This design comes from an exercise in tuning for small area on the open sky130 flow, not from production work.
The RTL was checked by simulation tests, not by an equivalence proof against the original design.
No activity file was given, so power comes from the tool's default toggle rates.

Setup of wip/delta:
## clockSyncTop
module clockSyncTop #(
    parameter int clkRate = 50_000,
    parameter int debounceTicks = 200,
    parameter int toleranceTicks = 1_000,
    parameter int detectRange = 3_000,
    parameter int dacCountsPerHz = 35,
    parameter int spiHalfTicks = 2
) (
    input  logic clk,
    input  logic rstN,
    input  logic csrStrobe,
    input  logic ppsPrimary,
    input  logic ppsSecondary,
    input  logic offsetBinary,
    input  csrPkg::csrCommand_t command,
    output csrPkg::syncStatus_t status,
    output syncPkg::dacValue_t dacReadback,
    output logic ppsStrobe,
    output logic SPI_CLK,
    output logic SPI_SYNCn,
    output logic SPI_SDI
);
    logic primaryStrobe;
    logic primaryValid;
    logic secondaryStrobe;
    logic secondaryValid;
    logic hwStrobe;
    logic hwPpsValid;
    logic pllEnable;
    logic dacLoad;
    syncPkg::dacValue_t dacLoadValue;
    logic followHw;
    logic locked;
    logic dacStrobe;
    logic dacBusy;
    syncPkg::dacValue_t dacValue;
    syncPkg::phaseError_t phaseError;
    syncPkg::pllState_t pllState;
    ppsQualifier #(
        .clkRate(clkRate),
        .debounceTicks(debounceTicks),
        .toleranceTicks(toleranceTicks)
    ) u_primaryQualifier (
        .clk(clk),
        .rstN(rstN),
        .ppsAsync(ppsPrimary),
        .ppsStrobe(primaryStrobe),
        .ppsValid(primaryValid)
    );
    ppsQualifier #(
        .clkRate(clkRate),
        .debounceTicks(debounceTicks),
        .toleranceTicks(toleranceTicks)
    ) u_secondaryQualifier (
        .clk(clk),
        .rstN(rstN),
        .ppsAsync(ppsSecondary),
        .ppsStrobe(secondaryStrobe),
        .ppsValid(secondaryValid)
    );
    assign hwStrobe = primaryValid ? primaryStrobe : secondaryStrobe;
    always_ff @(posedge clk or negedge rstN) begin
        if (!rstN) begin
            hwPpsValid <= 1'b0;
        end else begin
            hwPpsValid <= primaryValid || secondaryValid;
        end
    end
    localPpsGen #(
        .clkRate(clkRate)
    ) u_localPpsGen (
        .clk(clk),
        .rstN(rstN),
        .hwStrobe(hwStrobe),
        .followHw(followHw),
        .ppsStrobe(ppsStrobe)
    );
    csrRegs u_csrRegs (
        .clk(clk),
        .rstN(rstN),
        .csrStrobe(csrStrobe),
        .command(command),
        .pllEnable(pllEnable),
  ...
Size in the first run: about 1,100 cells after synthesis, ~190 flip-flops, ~12,000 um^2 of cells after synthesis.
Settings: LEC_CHECK=0, CAP_MARGIN=20, CORE_MARGIN=2, CORE_UTILIZATION=40, PLACE_DENSITY=0.6, SLEW_MARGIN=20; clock period 10.0 ns.
run.sh (not shown) runs the stock make flow with config.mk's settings and CLKGATE_MAP_FILE= SYNTH_SCRIPT=/design/flow/synth_recipe.tcl, a recipe that flattens the netlist after the stock synthesis.
wip/delta: no failed stages, no open violations at the end
diff inputs: wip/delta => wip/onyx
==> flow/flow/run.sh (new file) <==
#!/bin/bash
# The standard layout (standard.sh, unchanged synthesis) with two changes:
# - each port gets the platform's smallest buffer (buf_1) as its port buffer
# - clock tree synthesis builds its tree from clkbuf_8 and adds no dummy loads
set -euo pipefail
export BUFFER_PORTS_ARGS="-buffer_cell sky130_fd_sc_hd__buf_1"
export CTS_ARGS="-sink_clustering_enable -repair_clock_nets -dont_use_dummy_load -buf_list sky130_fd_sc_hd__clkbuf_8"
bash standard.sh > standard.log 2>&1
==> flow/standard.sh (new file) <==
#!/bin/bash
# synth_recipe.tcl (not shown) runs the flow's synth.tcl, then flattens the netlist and writes it again
# the make line also repeats each setting of config.mk as NAME=value (left out here)
make -C /OpenROAD-flow-scripts/flow DESIGN_CONFIG=/design/flow/config.mk WORK_HOME=/design/flow/orfs CLKGATE_MAP_FILE= SYNTH_SCRIPT=/design/flow/synth_recipe.tcl "${@:-finish}"
removed: flow/run.sh
Results
The lower layout overhead on the synthesized area of wip/onyx and wip/delta is in wip/onyx. From wip/delta to wip/onyx the numbers moved as follows: worst hold slack +0.0039 ns, highest achievable clock rate +about 0.46%. Comparing combinational fraction of design power for wip/onyx and wip/delta, the smaller number came from wip/delta. Against wip/delta, wip/onyx reports a met1 track utilization from global routing that is lower. Compared with wip/delta, in wip/onyx final critical delay including setup and external delays fell by 0.042 ns; power share of the sequential group higher; met1 wire length now smaller. Setup slack: wip/onyx vs wip/delta up 0.042 ns. Routed wire length (lower): wip/onyx.

========
Another version of the RTL of clockSyncTop (not shown whole).
Size in the first run: about 1,100 cells after synthesis, roughly 200 flip-flops, ~90 I/O pins, ~12,000 µm² of cells after synthesis.
Settings: LEC_CHECK=0, CAP_MARGIN=20, CORE_MARGIN=2, CORE_UTILIZATION=40, PLACE_DENSITY=0.6, SLEW_MARGIN=20; clock period 10.0 ns.
standard.sh (not shown) runs the stock make flow with config.mk's settings and CLKGATE_MAP_FILE= SYNTH_SCRIPT=/design/flow/synth_recipe.tcl, a recipe that flattens the netlist after the stock synthesis.
==> flow/flow/run.sh <==
#!/bin/bash
# The standard layout (standard.sh, unchanged synthesis) with two changes:
# - each port gets the platform's smallest buffer (buf_1) as its port buffer
# - clock tree synthesis adds no dummy loads
set -euo pipefail
export BUFFER_PORTS_ARGS="-buffer_cell sky130_fd_sc_hd__buf_1"
export CTS_ARGS="-sink_clustering_enable -repair_clock_nets -dont_use_dummy_load"
bash standard.sh > standard.log 2>&1
Edit:
--- a/flow/flow/run.sh
+++ b/flow/flow/run.sh
@@ -4 +4 @@
-# - clock tree synthesis adds no dummy loads
+# - clock tree synthesis builds its tree from clkbuf_8 and adds no dummy loads
@@ -7 +7 @@
-export CTS_ARGS="-sink_clustering_enable -repair_clock_nets -dont_use_dummy_load"
+export CTS_ARGS="-sink_clustering_enable -repair_clock_nets -dont_use_dummy_load -buf_list sky130_fd_sc_hd__clkbuf_8"
Result:
- The new run produced a clean layout
- worst setup slack got worse by 20 ps
- first-iteration DRC count decreases by 5.0%
- die area stays the same
- via count stays flat
- wire length is lower by 0.54%

-- what the ideal ports hide --
How much do the figures lean on ideal ports? The routed layouts below were timed once more, with nothing changed but the port constraints. Step 1 (the two cells are an assumption about what drives the block):
set clk [get_ports {clk}]
set_driving_cell -lib_cell sky130_fd_sc_hd__clkbuf_16 $clk
set_driving_cell -lib_cell sky130_fd_sc_hd__buf_2 [delete_from_list [all_inputs] $clk]
Step 2 times the ports against the registers' clock, not the clock port: input delays grow and output delays shrink by t, the midpoint of the rising clock arrivals with the driver on. Three values: ideal, step 1, step 2; two values: the first two.
| run | shift t [ns] | setup WS [ns] | hold WS [ns] | slew at the worst register clock pin (ns) |
|---|---|---|---|---|
| wip/delta | 0.482 | 0.793 / 0.793 / 0.793 | 0.360 / 0.360 / 0.360 | 0.09 / 0.09 |
| wip/onyx | 0.510 | 0.835 / 0.835 / 0.835 | 0.364 / 0.364 / 0.364 | 0.11 / 0.11 |
| the first run of note 2 | 0.481 | 0.889 / 0.889 / 0.889 | 0.351 / 0.351 / 0.351 | 0.08 / 0.08 |
| the second run of note 2 | 0.518 | 0.869 / 0.869 / 0.869 | 0.355 / 0.355 / 0.355 | 0.11 / 0.11 |
After both steps every run listed still meets setup and hold.
